Background: an optimization exercise with open tools, aiming at small area, a short achievable clock period and few clock cycles. Do not read the settings as production practice. RTL that was checked went through simulation tests only; none was proved equivalent to the original. Power and IR drop assume default switching activity.

==> inputs of fjord <==
## dcache
module dcache (
    input  logic        clk,
    input  logic        rst_n,
    input  logic        dp_ren,
    input  logic        dp_wen,
    input  logic [31:0] dp_addr,
    input  logic [31:0] dp_wdata,
    output logic        dp_hit,
    output logic [31:0] dp_rdata,
    input  logic        halt,
    output logic        flushed,
    output logic        mem_ren,
    output logic        mem_wen,
    output logic [31:0] mem_addr,
    output logic [31:0] mem_wdata,
    input  logic        mem_busy,
    input  logic [31:0] mem_rdata
);
    localparam logic [2:0] S_IDLE = 3'd0;    
    localparam logic [2:0] S_FR   = 3'd1;    
    localparam logic [2:0] S_WB0  = 3'd2;    
    localparam logic [2:0] S_WB1  = 3'd3;    
    localparam logic [2:0] S_FO   = 3'd4;    
    localparam logic [2:0] S_FS   = 3'd5;    
    localparam logic [2:0] S_FW0  = 3'd6;    
    localparam logic [2:0] S_FW1  = 3'd7;    
    logic [15:0] valid_q, dirty_q;
    logic [7:0]  recent_q;                   
    logic [25:0] tag_q [16];
    logic [31:0] dat_q [32];
    logic [2:0]  state_q;
    logic        hit_q;                      
    logic        flushed_q;
    logic        mem_ren_q, mem_wen_q;
    logic [29:0] mem_addr_q;                 
    logic [31:0] mem_wdata_q;
    logic [31:0] rdata_q;
    logic [2:0]  acc_set;                    
    logic        acc_rec, acc_mru;           
    logic        sw_q;                       
    logic        acc_off, acc_wen;
    logic        vdirty_q;                   
    logic [4:0]  rsel_q;                     
    wire idle = (state_q == S_IDLE);
    wire req  = dp_ren || dp_wen;
    wire go   = idle && !hit_q && !sw_q && req;
    wire go_h = idle && !hit_q && !sw_q && halt;
    wire [25:0] a_tag = dp_addr[31:6];
    wire [2:0]  a_set = dp_addr[5:3];
    wire        a_off = dp_addr[2];
    logic [15:0] fsel, fmru, fhit;
    always_comb begin
        for (int f = 0; f < 16; f++) begin
            fsel[f] = valid_q[f] && (a_set == 3'(f));
            fmru[f] = (recent_q[f % 8] == (f >= 8));
            fhit[f] = fsel[f] && (tag_q[f] == a_tag);
        end
    end
    wire m0      = |fhit[7:0];
    wire m1      = |fhit[15:8];
    wire hit     = |fhit;
    wire mru_hit = |(fhit & fmru);
    wire lru_hit = |(fhit & ~fmru);
  ...
export LEC_CHECK = 0
export CAP_MARGIN = 20
export CORE_MARGIN = 2
export CORE_UTILIZATION = 65
export CTS_BUF_LIST = sky130_fd_sc_hd__clkbuf_8
export PLACE_DENSITY = 0.72
export SLEW_MARGIN = 20
create_clock -name core_clock -period 10.0 [get_ports {clk}]
standard.sh (not shown) runs the stock make flow with config.mk's settings and CLKGATE_MAP_FILE= SYNTH_SCRIPT=/design/flow/synth_recipe.tcl, a recipe that flattens the netlist after the stock synthesis.
==> flow/flow/run.sh <==
#!/bin/bash
set -euo pipefail
bash standard.sh SETUP_SLACK_MARGIN=6.4 finish > standard.log 2>&1
==> inputs of zinc, as changes to fjord <==
- CORE_UTILIZATION: 65 -> 55
- PLACE_DENSITY: 0.72 -> unset
==> results.sh <==
export IMPL_status="timing/DRC/antenna clean"
export IMPL_crit_cells=14
export IMPL_die_height_um=346
export IMPL_placedCellCount=5634
export IMPL_grt_met1_usage_pct=61.0
export IMPL_grt_met3_usage_pct=19.0
export IMPL_syn2layout_area_growth_pct=26.2
export IMPL_dr_pass1_iters=6
export IMPL_pwr_share_seq_pct=50.0
[end of results for zinc]
==> results.sh <==
export IMPL_dr_pass1_iters=8
export IMPL_placedCellCount=5392
export IMPL_pwr_share_seq_pct=51.7
export IMPL_status="timing/DRC/antenna clean"
export IMPL_crit_cells=11
export IMPL_grt_met1_usage_pct=65.4
export IMPL_syn2layout_area_growth_pct=22.2
export IMPL_die_height_um=319
[end of results for fjord]
Testbench counts of fjord, summed over its fixed seeds: cycles 11,253.
Testbench counts of zinc, summed over its fixed seeds: cycles 11,253.

========
==> job 3993 <==
==> flow/design.v <==
package dcache_geom_pkg;
    parameter int NUM_SETS      = 8;
    parameter int WORDS_PER_BLK = 2;
    typedef logic [31:0] word_t;
    typedef logic [25:0] tag_t;
    typedef logic [2:0]  set_idx_t;
    typedef logic [0:0]  blk_off_t;
    typedef logic way_t;
    typedef struct packed {
        tag_t       tag;
        set_idx_t   idx;
        blk_off_t   blkoff;
        logic [1:0] bytoff;
    } dcache_addr_t;
    typedef struct packed {
        logic                         valid;
        logic                         dirty;
        tag_t                         tag;
        word_t [WORDS_PER_BLK-1:0]    data;
    } frame_t;
endpackage
package dcache_bus_pkg;
    typedef struct packed {
        logic  ren;
        logic  wen;
        logic [31:0] addr;
        logic [31:0] wdata;
    } dp_req_t;
    typedef struct packed {
        logic  hit;
        logic [31:0] rdata;
    } dp_rsp_t;
    typedef struct packed {
        logic  ren;
        logic  wen;
        logic [31:0] addr;
        logic [31:0] wdata;
    } mem_req_t;
    typedef struct packed {
        logic  busy;
        logic [31:0] rdata;
    } mem_rsp_t;
endpackage
`timescale 1ns/1ps
module dcache (
    input  logic        clk,
    input  logic        rst_n,
    input  logic        dp_ren,
    input  logic        dp_wen,
    input  logic [31:0] dp_addr,
    input  logic [31:0] dp_wdata,
    output logic        dp_hit,
    output logic [31:0] dp_rdata,
    input  logic        halt,
    output logic        flushed,
    output logic        mem_ren,
    output logic        mem_wen,
    output logic [31:0] mem_addr,
    output logic [31:0] mem_wdata,
    input  logic        mem_busy,
    input  logic [31:0] mem_rdata
);
    localparam logic [2:0] S_IDLE = 3'd0;    
    localparam logic [2:0] S_FR   = 3'd1;    
    localparam logic [2:0] S_WB0  = 3'd2;    
    localparam logic [2:0] S_WB1  = 3'd3;    
    localparam logic [2:0] S_FO   = 3'd4;    
    localparam logic [2:0] S_FS   = 3'd5;    
    localparam logic [2:0] S_FW0  = 3'd6;    
    localparam logic [2:0] S_FW1  = 3'd7;    
    logic [15:0] valid_q, dirty_q;
    logic [7:0]  recent_q;                   
    logic [25:0] tag_q [16];
    logic [31:0] dat_q [32];
    logic [2:0]  state_q;
    logic        hit_q;                      
    logic        flushed_q;
    logic        mem_ren_q, mem_wen_q;
    logic [29:0] mem_addr_q;                 
    logic [31:0] mem_wdata_q;
    logic [31:0] rdata_q;
    logic [3:0]  acc_f;                      
    logic        acc_off, acc_wen;
    logic        vdirty_q;                   
    logic [4:0]  rsel_q;                     
    wire idle = (state_q == S_IDLE);
    wire req  = dp_ren || dp_wen;
    wire go   = idle && !hit_q && req;
    wire go_h = idle && !hit_q && halt;
    wire [25:0] a_tag = dp_addr[31:6];
    wire [2:0]  a_set = dp_addr[5:3];
    wire        a_off = dp_addr[2];
    logic [15:0] fsel, fmru, fhit;
    always_comb begin
        for (int f = 0; f < 16; f++) begin
            fsel[f] = valid_q[f] && (a_set == 3'(f));
            fmru[f] = (recent_q[f % 8] == (f >= 8));
            fhit[f] = fsel[f] && (tag_q[f] == a_tag);
        end
    end
    wire m0      = |fhit[7:0];
    wire m1      = |fhit[15:8];
    wire hit     = |fhit;
    wire mru_hit = |(fhit & fmru);
    wire lru_hit = |(fhit & ~fmru);
    wire a_rec   = recent_q[a_set];
    wire vway    = ~a_rec;
    wire answer  = mru_hit || (dp_wen && lru_hit);
    wire swap    = go && dp_ren && lru_hit;
    wire [3:0]  ridx = idle ? dp_addr[5:2] : rsel_q[3:0];
    wire [31:0] w0   = dat_q[{1'b0, ridx}];
    wire [31:0] w1   = dat_q[{1'b1, ridx}];
    wire [31:0] wsel = (idle ? a_rec : rsel_q[4]) ? w1 : w0;
    wire [25:0] tsel = tag_q[rsel_q[4:1]];
    logic [3:0] pf;
    logic       any_dirty;
    always_comb begin
        pf = 4'd0;
        for (int f = 15; f >= 0; f--) if (dirty_q[f]) pf = 4'(f);
        any_dirty = |dirty_q;
    end
    wire done_w = !mem_busy;
    always_ff @(posedge clk, negedge rst_n) begin
        if (!rst_n) begin
            state_q   <= S_IDLE;
            hit_q     <= 1'b0;
            flushed_q <= 1'b0;
            mem_ren_q <= 1'b0;
            mem_wen_q <= 1'b0;
        end else begin
            hit_q <= 1'b0;
            case (state_q)
                S_IDLE: begin
                    if (go) begin
                        if (answer) begin
                            hit_q <= 1'b1;
                        end else if (!hit) begin
                            mem_ren_q <= 1'b1;
                            state_q   <= S_FR;
                        end
                    end else if (go_h) begin
                        if (any_dirty) begin
                            state_q <= S_FS;
                        end else begin
                            flushed_q <= 1'b1;
                            state_q   <= S_FW0;
                        end
                    end
                end
                S_FR: if (done_w) begin
                    if (vdirty_q) begin
                        mem_ren_q <= 1'b0;
                        mem_wen_q <= 1'b1;
                        state_q   <= S_WB0;
                    end else begin
                        state_q   <= S_FO;
                    end
                end
                S_WB0: if (done_w) state_q <= S_WB1;
                S_WB1: if (done_w) begin
                    mem_wen_q <= 1'b0;
                    mem_ren_q <= 1'b1;
                    state_q   <= S_FO;
                end
                S_FO: if (done_w) begin
                    mem_ren_q <= 1'b0;
                    hit_q     <= 1'b1;
                    state_q   <= S_IDLE;
                end
                S_FS: begin
                    mem_wen_q <= 1'b1;
                    state_q   <= S_FW0;
                end
                S_FW0: if (done_w && !flushed_q) state_q <= S_FW1;
                S_FW1: if (done_w) begin
                    if (!any_dirty) begin
                        mem_wen_q <= 1'b0;
                        flushed_q <= 1'b1;
                    end
                    state_q <= S_FW0;
                end
                default: state_q <= S_IDLE;
            endcase
        end
    end
    always_ff @(posedge clk) begin
        if (idle) begin
            acc_f      <= {answer ? m1 : vway, a_set};
            acc_off    <= a_off;
            acc_wen    <= dp_wen;
            vdirty_q   <= dirty_q[{vway, a_set}];
            mem_addr_q <= {a_tag, a_set, a_off};
            rsel_q     <= halt ? {pf, 1'b0} : {vway, a_set, a_off};
        end else begin
            case (state_q)
                S_FR: if (done_w) begin
                    if (vdirty_q) mem_addr_q <= {tsel, rsel_q[3:0]};
                    else mem_addr_q[0] <= ~mem_addr_q[0];
                    rsel_q[0] <= ~rsel_q[0];
                end
                S_WB0, S_FW0: if (done_w) mem_addr_q[0] <= ~mem_addr_q[0];
                S_WB1: if (done_w) mem_addr_q <= {a_tag, a_set, ~a_off};
                S_FS: begin
                    mem_addr_q <= {tsel, rsel_q[3:0]};
                    rsel_q[0]  <= 1'b1;
                end
                S_FW1: if (done_w) begin
                    mem_addr_q <= {tsel, rsel_q[3:0]};
                    rsel_q[0]  <= 1'b1;
                end
                default: ;
            endcase
            if (state_q == S_FW0 && done_w) rsel_q <= {pf, 1'b0};
        end
        if (!idle && (!mem_busy || state_q == S_FS)) mem_wdata_q <= wsel;
        if (idle) rdata_q <= wsel;
        else if (state_q == S_FR) rdata_q <= mem_rdata;
    end
    wire fill = (state_q == S_FO);
    wire [31:0] wbus = fill ? mem_rdata : (acc_wen ? dp_wdata : rdata_q);
    wire flush_pick = (state_q == S_FS) || (state_q == S_FW1 && done_w);
    for (genvar f = 0; f < 16; f++) begin : g_frame
        wire sel = (acc_f == 4'(f));
        for (genvar w = 0; w < 2; w++) begin : g_word
            wire we = sel && (fill ? (acc_off != w[0]) : (hit_q && acc_off == w[0]));
            always_ff @(posedge clk) begin
                if (we) dat_q[2*f+w] <= wbus;
            end
        end
        always_ff @(posedge clk) begin
            if (fill && sel) tag_q[f] <= mem_addr_q[29:4];
        end
        always_ff @(posedge clk, negedge rst_n) begin
            if (!rst_n) begin
                valid_q[f] <= 1'b0;
                dirty_q[f] <= 1'b0;
            end else begin
                if (fill && sel) begin
                    valid_q[f] <= 1'b1;
                    dirty_q[f] <= 1'b0;
                end else if (hit_q && acc_wen && sel) begin
                    dirty_q[f] <= 1'b1;
                end else if (flush_pick && rsel_q[4:1] == 4'(f)) begin
                    dirty_q[f] <= 1'b0;
                end
            end
        end
    end
    always_ff @(posedge clk, negedge rst_n) begin
        if (!rst_n) begin
            recent_q <= '0;
        end else if (hit_q) begin
            recent_q[acc_f[2:0]] <= acc_f[3];
        end else if (swap) begin
            recent_q[a_set] <= ~a_rec;
        end
    end
    assign dp_hit    = hit_q;
    assign dp_rdata  = rdata_q;
    assign flushed   = flushed_q;
    assign mem_ren   = mem_ren_q;
    assign mem_wen   = mem_wen_q;
    assign mem_addr  = {mem_addr_q, 2'b00};
    assign mem_wdata = mem_wdata_q;
endmodule
==> flow/run.sh <==
#!/bin/bash
# synth_recipe.tcl (not shown) runs the flow's synth.tcl, then flattens the netlist and writes it again
# the make line also repeats each setting of config.mk as NAME=value (left out here)
make -C /OpenROAD-flow-scripts/flow DESIGN_CONFIG=/design/flow/config.mk WORK_HOME=/design/flow/orfs CLKGATE_MAP_FILE= SYNTH_SCRIPT=/design/flow/synth_recipe.tcl finish
==> flow/config.mk <==
export PLATFORM = sky130hd
export DESIGN_NAME = dcache
export DESIGN_NICKNAME = dcache
export VERILOG_FILES = /design/flow/design.v
export SDC_FILE = /design/flow/constraint.sdc
export NUM_CORES = 4
export LEC_CHECK = 0
export CAP_MARGIN = 20
export CORE_MARGIN = 2
export CORE_UTILIZATION = 40
export SETUP_SLACK_MARGIN = 5
export SLEW_MARGIN = 20
==> flow/constraint.sdc <==
create_clock -name core_clock -period 10.0 [get_ports {clk}]
set_input_delay 2.0000 -clock core_clock [delete_from_list [all_inputs] [get_ports {clk}]]
set_output_delay 2.0000 -clock core_clock [all_outputs]
set_load 0.01 [all_outputs]
==> job 9535 (differences from job 3993) <==
--- a/flow/design.v
+++ b/flow/design.v
@@ -79,14 +79,16 @@
     logic [29:0] mem_addr_q;                 
     logic [31:0] mem_wdata_q;
     logic [31:0] rdata_q;
-    logic [3:0]  acc_f;                      
+    logic [2:0]  acc_set;                    
+    logic        acc_rec, acc_mru;           
+    logic        sw_q;                       
     logic        acc_off, acc_wen;
     logic        vdirty_q;                   
     logic [4:0]  rsel_q;                     
     wire idle = (state_q == S_IDLE);
     wire req  = dp_ren || dp_wen;
-    wire go   = idle && !hit_q && req;
-    wire go_h = idle && !hit_q && halt;
+    wire go   = idle && !hit_q && !sw_q && req;
+    wire go_h = idle && !hit_q && !sw_q && halt;
     wire [25:0] a_tag = dp_addr[31:6];
     wire [2:0]  a_set = dp_addr[5:3];
     wire        a_off = dp_addr[2];
@@ -106,11 +108,18 @@
     wire a_rec   = recent_q[a_set];
     wire vway    = ~a_rec;
     wire answer  = mru_hit || (dp_wen && lru_hit);
-    wire swap    = go && dp_ren && lru_hit;
-    wire [3:0]  ridx = idle ? dp_addr[5:2] : rsel_q[3:0];
-    wire [31:0] w0   = dat_q[{1'b0, ridx}];
-    wire [31:0] w1   = dat_q[{1'b1, ridx}];
-    wire [31:0] wsel = (idle ? a_rec : rsel_q[4]) ? w1 : w0;
+    wire [7:0] rview = recent_q ^ {8{sw_q}};
+    wire [3:0] acc_f = {acc_mru ? acc_rec : ~acc_rec, acc_set};
+    logic [31:0] wsel_oh;
+    logic [31:0] wsel;
+    always_comb begin
+        wsel = '0;
+        for (int i = 0; i < 32; i++) begin
+            wsel_oh[i] = idle ? (a_set == 3'(i / 2 % 8) && a_off == i[0] && rview[i / 2 % 8] == (i >= 16))
+                              : (rsel_q == 5'(i));
+            wsel = wsel | ({32{wsel_oh[i]}} & dat_q[i]);
+        end
+    end
     wire [25:0] tsel = tag_q[rsel_q[4:1]];
     logic [3:0] pf;
     logic       any_dirty;
@@ -124,17 +133,21 @@
         if (!rst_n) begin
             state_q   <= S_IDLE;
             hit_q     <= 1'b0;
+            sw_q      <= 1'b0;
             flushed_q <= 1'b0;
             mem_ren_q <= 1'b0;
             mem_wen_q <= 1'b0;
         end else begin
-            hit_q <= 1'b0;
+            hit_q <= sw_q;
+            sw_q  <= 1'b0;
             case (state_q)
                 S_IDLE: begin
                     if (go) begin
                         if (answer) begin
                             hit_q <= 1'b1;
-                        end else if (!hit) begin
+                        end else if (hit) begin
+                            sw_q <= 1'b1;
+                        end else begin
                             mem_ren_q <= 1'b1;
                             state_q   <= S_FR;
                         end
@@ -185,7 +198,9 @@
     end
     always_ff @(posedge clk) begin
         if (idle) begin
-            acc_f      <= {answer ? m1 : vway, a_set};
+            acc_set    <= a_set;
+            acc_rec    <= a_rec;
+            acc_mru    <= mru_hit;
             acc_off    <= a_off;
             acc_wen    <= dp_wen;
             vdirty_q   <= dirty_q[{vway, a_set}];
@@ -251,8 +266,6 @@
             recent_q <= '0;
         end else if (hit_q) begin
             recent_q[acc_f[2:0]] <= acc_f[3];
-        end else if (swap) begin
-            recent_q[a_set] <= ~a_rec;
         end
     end
     assign dp_hit    = hit_q;
==> flow/flow/run.sh (new file) <==
#!/bin/bash
set -euo pipefail
bash standard.sh SETUP_SLACK_MARGIN=6.4 finish > standard.log 2>&1
==> flow/standard.sh (new file) <==
#!/bin/bash
# synth_recipe.tcl (not shown) runs the flow's synth.tcl, then flattens the netlist and writes it again
# the make line also repeats each setting of config.mk as NAME=value (left out here)
make -C /OpenROAD-flow-scripts/flow DESIGN_CONFIG=/design/flow/config.mk WORK_HOME=/design/flow/orfs CLKGATE_MAP_FILE= SYNTH_SCRIPT=/design/flow/synth_recipe.tcl "${@:-finish}"
Settings changed: CORE_UTILIZATION 40 to 55, CTS_BUF_LIST set to sky130_fd_sc_hd__clkbuf_8, SETUP_SLACK_MARGIN 5 to unset, TNS_END_PERCENT set to 10.
removed: flow/run.sh
==> job 2715 (differences from job 3993) <==
==> flow/design.v (replaced) <==
package dcache_geom_pkg;
    parameter int NUM_SETS      = 8;
    parameter int WORDS_PER_BLK = 2;
    typedef logic [31:0] word_t;
    typedef logic [25:0] tag_t;
    typedef logic [2:0]  set_idx_t;
    typedef logic [0:0]  blk_off_t;
    typedef logic way_t;
    typedef struct packed {
        tag_t       tag;
        set_idx_t   idx;
        blk_off_t   blkoff;
        logic [1:0] bytoff;
    } dcache_addr_t;
    typedef struct packed {
        logic                         valid;
        logic                         dirty;
        tag_t                         tag;
        word_t [WORDS_PER_BLK-1:0]    data;
    } frame_t;
endpackage
package dcache_bus_pkg;
    typedef struct packed {
        logic  ren;
        logic  wen;
        logic [31:0] addr;
        logic [31:0] wdata;
    } dp_req_t;
    typedef struct packed {
        logic  hit;
        logic [31:0] rdata;
    } dp_rsp_t;
    typedef struct packed {
        logic  ren;
        logic  wen;
        logic [31:0] addr;
        logic [31:0] wdata;
    } mem_req_t;
    typedef struct packed {
        logic  busy;
        logic [31:0] rdata;
    } mem_rsp_t;
endpackage
`timescale 1ns/1ps
module dcache (
    input  logic        clk,
    input  logic        rst_n,
    input  logic        dp_ren,
    input  logic        dp_wen,
    input  logic [31:0] dp_addr,
    input  logic [31:0] dp_wdata,
    output logic        dp_hit,
    output logic [31:0] dp_rdata,
    input  logic        halt,
    output logic        flushed,
    output logic        mem_ren,
    output logic        mem_wen,
    output logic [31:0] mem_addr,
    output logic [31:0] mem_wdata,
    input  logic        mem_busy,
    input  logic [31:0] mem_rdata
);
    localparam logic [2:0] S_IDLE = 3'd0;    
    localparam logic [2:0] S_WB0  = 3'd1;    
    localparam logic [2:0] S_WB1  = 3'd2;    
    localparam logic [2:0] S_F0   = 3'd3;    
    localparam logic [2:0] S_F1   = 3'd4;    
    localparam logic [2:0] S_FS   = 3'd5;    
    localparam logic [2:0] S_FW0  = 3'd6;    
    localparam logic [2:0] S_FW1  = 3'd7;    
    logic [15:0] valid_q, dirty_q;
    logic [7:0]  recent_q;                   
    logic [25:0] tag_q [16];
    logic [31:0] dat_q [32];                 
    logic [2:0]  state_q;
    logic        hit_q;                      
    logic        flushed_q;
    logic        mem_ren_q, mem_wen_q;
    logic [29:0] mem_addr_q;                 
    logic [31:0] mem_wdata_q;
    logic [31:0] rdata_q;
    logic [3:0]  acc_f;                      
    logic        acc_off, acc_wen;
    logic [4:0]  rsel_q;                     
    wire idle   = (state_q == S_IDLE);
    wire fill   = (state_q == S_F0) || (state_q == S_F1);
    wire req    = dp_ren || dp_wen;
    wire go     = idle && !hit_q && req;
    wire go_h   = idle && !hit_q && halt;
    wire [25:0] a_tag = dp_addr[31:6];
    wire [2:0]  a_set = dp_addr[5:3];
    wire        a_off = dp_addr[2];
    logic [15:0] match;
    always_comb begin
        for (int f = 0; f < 16; f++) match[f] = valid_q[f] && (tag_q[f] == a_tag);
    end
    wire m0  = match[{1'b0, a_set}];
    wire m1  = match[{1'b1, a_set}];
    wire hit = m0 || m1;
    wire a_rec = recent_q[a_set];
    wire vway  = ~a_rec;
    wire vdirty = dirty_q[{vway, a_set}];
    wire [3:0] ridx = idle ? dp_addr[5:2] : rsel_q[3:0];
    wire [31:0] w0 = dat_q[{1'b0, ridx}];
    wire [31:0] w1 = dat_q[{1'b1, ridx}];
    wire [25:0] t0 = tag_q[{1'b0, ridx[3:1]}];
    wire [25:0] t1 = tag_q[{1'b1, ridx[3:1]}];
    wire        wway = idle ? vway : rsel_q[4];
    wire [31:0] wsel = wway ? w1 : w0;
    wire [25:0] tsel = wway ? t1 : t0;
    wire [31:0] rhit = m1 ? w1 : w0;
    logic [3:0] pf;
    logic       any_dirty;
    always_comb begin
        pf = 4'd0;
        for (int f = 15; f >= 0; f--) if (dirty_q[f]) pf = 4'(f);
        any_dirty = |dirty_q;
    end
    wire done_w = !mem_busy;
    always_ff @(posedge clk, negedge rst_n) begin
        if (!rst_n) begin
            state_q   <= S_IDLE;
            hit_q     <= 1'b0;
            flushed_q <= 1'b0;
            mem_ren_q <= 1'b0;
            mem_wen_q <= 1'b0;
        end else begin
            hit_q <= 1'b0;
            case (state_q)
                S_IDLE: begin
                    if (go) begin
                        if (hit) begin
                            hit_q <= 1'b1;
                        end else if (vdirty) begin
                            mem_wen_q <= 1'b1;
                            state_q   <= S_WB0;
                        end else begin
                            mem_ren_q <= 1'b1;
                            state_q   <= S_F0;
                        end
                    end else if (go_h) begin
                        if (any_dirty) begin
                            state_q <= S_FS;
                        end else begin
                            flushed_q <= 1'b1;
                            state_q   <= S_FW0;
                        end
                    end
                end
                S_WB0: if (done_w) state_q <= S_WB1;
                S_WB1: if (done_w) begin
                    mem_wen_q <= 1'b0;
                    mem_ren_q <= 1'b1;
                    state_q   <= S_F0;
                end
                S_F0: if (done_w) state_q <= S_F1;
                S_F1: if (done_w) begin
                    mem_ren_q <= 1'b0;
                    hit_q     <= 1'b1;
                    state_q   <= S_IDLE;
                end
                S_FS: begin
                    mem_wen_q <= 1'b1;
                    state_q   <= S_FW0;
                end
                S_FW0: if (done_w && !flushed_q) state_q <= S_FW1;
                S_FW1: if (done_w) begin
                    if (any_dirty) begin
                        state_q <= S_FW0;
                    end else begin
                        mem_wen_q <= 1'b0;
                        flushed_q <= 1'b1;
                        state_q   <= S_FW0;
                    end
                end
                default: state_q <= S_IDLE;
            endcase
        end
    end
    always_ff @(posedge clk) begin
        if (idle) begin
            acc_f   <= {hit ? m1 : vway, a_set};
            acc_off <= a_off;
            acc_wen <= dp_wen;
            rdata_q <= rhit;
            mem_addr_q <= {vdirty ? tsel : a_tag, a_set, a_off};
            rsel_q  <= halt ? {pf, 1'b0} : {vway, a_set, ~a_off};
        end else begin
            if (state_q == S_F0) rdata_q <= mem_rdata;
            case (state_q)
                S_WB0, S_F0, S_FW0: if (done_w) mem_addr_q[0] <= ~mem_addr_q[0];
                S_WB1: if (done_w) mem_addr_q <= {a_tag, a_set, a_off};
                S_FS:  begin
                    mem_addr_q <= {tsel, rsel_q[3:1], 1'b0};
                    rsel_q[0]  <= 1'b1;
                end
                S_FW1: if (done_w) begin
                    mem_addr_q <= {tsel, rsel_q[3:1], 1'b0};
                    rsel_q[0]  <= 1'b1;
                end
                default: ;
            endcase
            if (state_q == S_FW0 && done_w) rsel_q <= {pf, 1'b0};
        end
        if (idle || !mem_busy || state_q == S_FS) mem_wdata_q <= wsel;
    end
    wire [31:0] wbus = fill ? mem_rdata : dp_wdata;
    wire flush_pick = (state_q == S_FS) || (state_q == S_FW1 && done_w);
    for (genvar f = 0; f < 16; f++) begin : g_frame
        wire sel = (acc_f == 4'(f));
        for (genvar w = 0; w < 2; w++) begin : g_word
            wire we = sel && ((fill && mem_addr_q[0] == w[0]) ||
                              (hit_q && acc_wen && acc_off == w[0]));
            always_ff @(posedge clk) begin
                if (we) dat_q[2*f+w] <= wbus;
            end
        end
        always_ff @(posedge clk) begin
            if (fill && sel) tag_q[f] <= a_tag;
        end
        always_ff @(posedge clk, negedge rst_n) begin
            if (!rst_n) begin
                valid_q[f] <= 1'b0;
                dirty_q[f] <= 1'b0;
            end else begin
                if (fill && sel) begin
                    valid_q[f] <= 1'b1;
                    dirty_q[f] <= 1'b0;
                end else if (hit_q && acc_wen && sel) begin
                    dirty_q[f] <= 1'b1;
                end else if (flush_pick && rsel_q[4:1] == 4'(f)) begin
                    dirty_q[f] <= 1'b0;
                end
            end
        end
    end
    always_ff @(posedge clk, negedge rst_n) begin
        if (!rst_n) begin
            recent_q <= '0;
        end else if (hit_q) begin
            recent_q[acc_f[2:0]] <= acc_f[3];
        end
    end
    assign dp_hit    = hit_q;
    assign dp_rdata  = rdata_q;
    assign flushed   = flushed_q;
    assign mem_ren   = mem_ren_q;
    assign mem_wen   = mem_wen_q;
    assign mem_addr  = {mem_addr_q, 2'b00};
    assign mem_wdata = mem_wdata_q;
endmodule
Settings changed: ABC_CLOCK_PERIOD_IN_PS set to 3000.
==> job 7741 (differences from job 3993) <==
--- a/flow/design.v
+++ b/flow/design.v
@@ -79,14 +79,16 @@
     logic [29:0] mem_addr_q;                 
     logic [31:0] mem_wdata_q;
     logic [31:0] rdata_q;
-    logic [3:0]  acc_f;                      
+    logic [2:0]  acc_set;                    
+    logic        acc_rec, acc_mru;           
+    logic        sw_q;                       
     logic        acc_off, acc_wen;
     logic        vdirty_q;                   
     logic [4:0]  rsel_q;                     
     wire idle = (state_q == S_IDLE);
     wire req  = dp_ren || dp_wen;
-    wire go   = idle && !hit_q && req;
-    wire go_h = idle && !hit_q && halt;
+    wire go   = idle && !hit_q && !sw_q && req;
+    wire go_h = idle && !hit_q && !sw_q && halt;
     wire [25:0] a_tag = dp_addr[31:6];
     wire [2:0]  a_set = dp_addr[5:3];
     wire        a_off = dp_addr[2];
@@ -106,11 +108,18 @@
     wire a_rec   = recent_q[a_set];
     wire vway    = ~a_rec;
     wire answer  = mru_hit || (dp_wen && lru_hit);
-    wire swap    = go && dp_ren && lru_hit;
-    wire [3:0]  ridx = idle ? dp_addr[5:2] : rsel_q[3:0];
-    wire [31:0] w0   = dat_q[{1'b0, ridx}];
-    wire [31:0] w1   = dat_q[{1'b1, ridx}];
-    wire [31:0] wsel = (idle ? a_rec : rsel_q[4]) ? w1 : w0;
+    wire [7:0] rview = recent_q ^ {8{sw_q}};
+    wire [3:0] acc_f = {acc_mru ? acc_rec : ~acc_rec, acc_set};
+    logic [31:0] wsel_oh;
+    logic [31:0] wsel;
+    always_comb begin
+        wsel = '0;
+        for (int i = 0; i < 32; i++) begin
+            wsel_oh[i] = idle ? (a_set == 3'(i / 2 % 8) && a_off == i[0] && rview[i / 2 % 8] == (i >= 16))
+                              : (rsel_q == 5'(i));
+            wsel = wsel | ({32{wsel_oh[i]}} & dat_q[i]);
+        end
+    end
     wire [25:0] tsel = tag_q[rsel_q[4:1]];
     logic [3:0] pf;
     logic       any_dirty;
@@ -124,17 +133,21 @@
         if (!rst_n) begin
             state_q   <= S_IDLE;
             hit_q     <= 1'b0;
+            sw_q      <= 1'b0;
             flushed_q <= 1'b0;
             mem_ren_q <= 1'b0;
             mem_wen_q <= 1'b0;
         end else begin
-            hit_q <= 1'b0;
+            hit_q <= sw_q;
+            sw_q  <= 1'b0;
             case (state_q)
                 S_IDLE: begin
                     if (go) begin
                         if (answer) begin
                             hit_q <= 1'b1;
-                        end else if (!hit) begin
+                        end else if (hit) begin
+                            sw_q <= 1'b1;
+                        end else begin
                             mem_ren_q <= 1'b1;
                             state_q   <= S_FR;
                         end
@@ -185,7 +198,9 @@
     end
     always_ff @(posedge clk) begin
         if (idle) begin
-            acc_f      <= {answer ? m1 : vway, a_set};
+            acc_set    <= a_set;
+            acc_rec    <= a_rec;
+            acc_mru    <= mru_hit;
             acc_off    <= a_off;
             acc_wen    <= dp_wen;
             vdirty_q   <= dirty_q[{vway, a_set}];
@@ -251,8 +266,6 @@
             recent_q <= '0;
         end else if (hit_q) begin
             recent_q[acc_f[2:0]] <= acc_f[3];
-        end else if (swap) begin
-            recent_q[a_set] <= ~a_rec;
         end
     end
     assign dp_hit    = hit_q;
==> flow/flow/run.sh (new file) <==
#!/bin/bash
set -euo pipefail
bash standard.sh SETUP_SLACK_MARGIN=6.4 finish > standard.log 2>&1
==> flow/standard.sh (new file) <==
#!/bin/bash
# synth_recipe.tcl (not shown) runs the flow's synth.tcl, then flattens the netlist and writes it again
# the make line also repeats each setting of config.mk as NAME=value (left out here)
make -C /OpenROAD-flow-scripts/flow DESIGN_CONFIG=/design/flow/config.mk WORK_HOME=/design/flow/orfs CLKGATE_MAP_FILE= SYNTH_SCRIPT=/design/flow/synth_recipe.tcl "${@:-finish}"
Settings changed: CORE_UTILIZATION 40 to 55, SETUP_SLACK_MARGIN 5 to unset.
removed: flow/run.sh
==> notes.md <==
Job 7741 went through all stages and came out clean. Job 2715 went through all stages and came out clean. Job 3993 produced a clean layout. Job 9535 ran to the end with no violations. Clock power: job 9535 < job 2715 < job 7741 < job 3993. Of job 9535 and job 7741, job 9535 has the higher register-to-register slack (gap 0.14 ns). Of job 2715 and job 7741, job 7741 has the higher core utilization (gap 24 points). The highest wire length belongs to job 7741, the lowest to job 2715. Non-clock buffer count: job 7741 is higher than job 2715 (301). Against job 2715, the fmax of job 9535 is larger by 31%. Against job 2715, the via count of job 3993 is larger by about 1.5%. Sequential share of layout area, lowest first: job 7741, job 9535, job 3993, job 2715. In job 7741 the combinational power is larger than in job 9535, by about 7%. Clock-buffer cell count: job 7741 < job 3993 < job 2715 < job 9535.
==> figures <==
quantity	job 2715	job 7741	job 3993	job 9535
Largest net degree at the start of global routing	75	53	64	50
Utilization of the core after routing	47.0%	70.7%	46.9%	68.1%
Routed length on met3	24,700 um	52,100 um	28,800 um	49,800 um
Final hold slack	0.460 ns	0.470 ns	0.453 ns	0.469 ns
Leak Pwr	24.6 nW	26.8 nW	24.5 nW	25.9 nW
Tapcells inserted	2,175	1,524	2,189	1,524
Data required time at the worst endpoint	10.53 ns	10.53 ns	10.68 ns	10.86 ns
Worst slew slack as a fraction of its limit	24.3%	21.6%	12.6%	28.7%
Number of placed instances, taps included	6,700	5,634	6,578	5,628
Mapped Area	0.0659 sq mm	0.0645 sq mm	0.0660 sq mm	0.0645 sq mm
Startpoint of the worst-slack reg-to-reg timing path	state_q[1]$_DFFE_PN0P_	sw_q$_DFF_PN0_	state_q[2]$_DFFE_PN0P_	acc_rec$_DFFE_PP_
Power Combinational	9.16 mW	2.24 mW	3.66 mW	2.10 mW
Worst r2r path cells	11	9	11	5
Maximum number of buffers from clock root to sink	3	3	3	4
Result of the run	timing/DRC/antenna clean	timing/DRC/antenna clean	timing/DRC/antenna clean	timing/DRC/antenna clean
Antenna violations before repair	4	16	15	14
Number of diodes	1	13	4	11
Synthesized area per cell	14.7 sq um	16.1 sq um	15.3 sq um	16.1 sq um
Cells after synthesis	4,471	4,016	4,324	4,016
HPWL reported at the end of detailed placement	129,000 um	134,000 um	145,000 um	132,000 um
Number of clock-tree buffers in the layout	217	214	215	280
Testbench counts of job 3993, summed over its fixed seeds: cycles 11,253.
Testbench counts of job 9535, summed over its fixed seeds: cycles 11,253.
Testbench counts of job 7741, summed over its fixed seeds: cycles 11,253.
For job 2715, only the layout was checked, not whether the RTL still works.

==> static timing again, ports no longer ideal <==
The results above use ideal ports. As a check the final layouts listed here were re-extracted and re-timed, cells and wires unchanged. Step 1 sets driving cells, clkbuf_16 on the clock port and buf_2 on the other inputs (assumed; they add their load-dependent delay and slew). Step 2, shift: input delay + t, output delay - t, t = (earliest + latest rising clock arrival at the registers) / 2. This alone moves slack from input paths to output paths. Three values: ideal ports, drivers, drivers and shift; two values: the first two.
run	t, ns	setup slack, ns	worst setup path at the end	slew at the worst register clock pin (ns)
fjord	1.008	6.234 / 6.142 / 5.134	input to register	0.08 / 0.08
zinc	1.014	6.164 / 6.175 / 5.164	input to register	0.07 / 0.07
job 3993	0.893	4.944 / 5.014 / 4.120	input to register	0.07 / 0.07
job 9535	1.022	6.178 / 6.172 / 5.150	input to register	0.07 / 0.07
job 2715	0.883	4.977 / 5.038 / 4.156	input to register	0.07 / 0.07
job 7741	0.859	6.050 / 6.073 / 5.215	input to register	0.06 / 0.06
After both steps setup and hold are still met in every run listed. For fjord, which loses most, drivers alone change the setup slack by -0.092 ns; drivers and shift together by -1.100 ns.
